Background: an optimization exercise with open tools, aiming at small area. Do not read the settings as production practice. In this exercise RTL edits were held to simulation tests only and were not proved equivalent to the original. Power and IR drop assume default switching activity. No driver is modelled on the clock port, so clocking that relies on it looks cheaper here than on a real chip.

== v4 ==
## mips_register_file
module mips_register_file #(
  parameter int DATA_W = 32,
  parameter int ADDR_W = 5
) (
  input  logic              clk,
  input  logic              rst_n,
  input  logic              rd_req,
  input  logic [31:0]       instruction_set,
  output logic [DATA_W-1:0] rs_data,
  output logic [DATA_W-1:0] rt_data,
  output logic              rd_valid,
  input  logic              wr_en,
  input  logic [ADDR_W-1:0] wr_addr,
  input  logic [DATA_W-1:0] wr_data,
  output logic [15:0]       wr_count
);
  localparam int NREG = 1 << ADDR_W;
  logic [DATA_W-1:0]  regs_q [NREG];
  logic [NREG-1:0]    valid_q;
  logic [NREG-1:0]    we;
  logic [NREG-1:0]    rs_sel, rt_sel;
  logic [DATA_W-1:0]  rs_q, rs_d;
  logic [DATA_W-1:0]  rt_q, rt_d;
  logic [15:0]        cnt_q;
  logic               valid_rd_q;
  logic [ADDR_W-1:0]  rs_idx, rt_idx;
  logic               wr_fire;
  assign rs_idx  = instruction_set[21 +: ADDR_W];
  assign rt_idx  = instruction_set[16 +: ADDR_W];
  assign wr_fire = wr_en && (wr_addr != '0);
  always_comb begin
    for (int i = 0; i < NREG; i++) begin
  ...
Settings: LEC_CHECK=0, CAP_MARGIN=30, CORE_MARGIN=2, CORE_UTILIZATION=75, SLEW_MARGIN=30, SYNTH_HIERARCHICAL=1; clock period 5.0 ns.
standard.sh (not shown) runs the stock make flow with config.mk's settings and CLKGATE_MAP_FILE= SYNTH_SCRIPT=/design/flow/synth_recipe.tcl, a recipe that flattens the netlist after the stock synthesis.
==> flow/flow/run.sh <==
#!/bin/bash
# The standard ORFS layout (standard.sh), with two changes to how it is built:
#  - the ports are buffered with the smallest buffer (buf_1) instead of clkdlybuf4s50_1;
#  - clock tree synthesis uses clkbuf_16 only, larger sink clusters and no dummy loads.
set -euo pipefail
export BUFFER_PORTS_ARGS="-buffer_cell sky130_fd_sc_hd__buf_1"
export CTS_ARGS="-sink_clustering_enable -repair_clock_nets -dont_use_dummy_load -buf_list sky130_fd_sc_hd__clkbuf_16 -sink_clustering_size 30 -sink_clustering_max_diameter 100"
bash standard.sh > standard_make.log 2>&1
#### Input delta (v39 over v4)
Settings: a change of CORE_UTILIZATION from 75 to 30.
==> flow/run.sh (new file) <==
#!/bin/bash
# synth_recipe.tcl (not shown) runs the flow's synth.tcl, then flattens the netlist and writes it again
# the make line also repeats each setting of config.mk as NAME=value (left out here)
make -C /OpenROAD-flow-scripts/flow DESIGN_CONFIG=/design/flow/config.mk WORK_HOME=/design/flow/orfs CLKGATE_MAP_FILE= SYNTH_SCRIPT=/design/flow/synth_recipe.tcl finish
removed: flow/flow/run.sh
removed: flow/standard.sh
[summary]
Density: v39 sparser than v4. v39 ends up with lower layout buffer count excluding clock buffers than v4 does. From v4 to v39 the numbers moved as follows: total of clock buffers placed in the layout went up 110; total power rose 28%; internal power picked up an extra about 28%. v39 vs. v4: fmax decreased about 5.4%; clock group power up 100%.
Inputs modified between v39 and v32:
Settings: changing CORE_UTILIZATION from 30 to 60.
==> flow/flow/run.sh (new file) <==
#!/bin/bash
# The standard ORFS layout (standard.sh), with two changes to how it is built:
#  - the ports are buffered with the smallest buffer (buf_1) instead of clkdlybuf4s50_1;
#  - clock tree synthesis uses clkbuf_16 only, larger sink clusters and no dummy loads.
set -euo pipefail
export BUFFER_PORTS_ARGS="-buffer_cell sky130_fd_sc_hd__buf_1"
export CTS_ARGS="-sink_clustering_enable -repair_clock_nets -dont_use_dummy_load -buf_list sky130_fd_sc_hd__clkbuf_16 -sink_clustering_size 30 -sink_clustering_max_diameter 100"
bash standard.sh > standard_make.log 2>&1
==> flow/standard.sh (new file) <==
#!/bin/bash
# synth_recipe.tcl (not shown) runs the flow's synth.tcl, then flattens the netlist and writes it again
# the make line also repeats each setting of config.mk as NAME=value (left out here)
make -C /OpenROAD-flow-scripts/flow DESIGN_CONFIG=/design/flow/config.mk WORK_HOME=/design/flow/orfs CLKGATE_MAP_FILE= SYNTH_SCRIPT=/design/flow/synth_recipe.tcl "${@:-finish}"
removed: flow/run.sh
### Flow results
- The run showing the smaller synthesis-to-finish area growth is v32.
- Compared to v39, v32 has cell area 4700 um2 lower.
- v32 ran to completion and came out clean on the timing, DRC and antenna checks.
- Compared with v39, v32 improves worst path setup slack after routing.
- The lower number of vias after detailed routing came out of v32.

[afterwards: timing with drivers on the ports]
The results above use ideal ports. As a check the final layouts listed here were re-extracted and re-timed, cells and wires unchanged. Step 1 assumes that a clkbuf_16 drives the clock port and a buf_2 every other input. Step 2 also shifts input and output timing later by t, the mid clock arrival at the registers, as if the neighbouring blocks saw the same clock. Slacks: ideal ports / drivers / drivers and shift; pairs: ideal ports / drivers.
run | shift t [ns] | slack for setup (ns) | latest minus earliest clock arrival (ns) | worst slew at a driven data input, ns
v4 | 0.680 | 1.668 / 1.709 / 1.029 | 0.055 / 0.056 | 0.05
v39 | 0.806 | 1.477 / 1.519 / 0.713 | 0.077 / 0.076 | 0.25
v32 | 0.686 | 1.658 / 1.707 / 1.021 | 0.079 / 0.078 | 0.07
After both steps every run listed still meets setup and hold. The setup slack of v39, which loses most, moves by +0.042 ns with the drivers and by -0.764 ns with both steps.
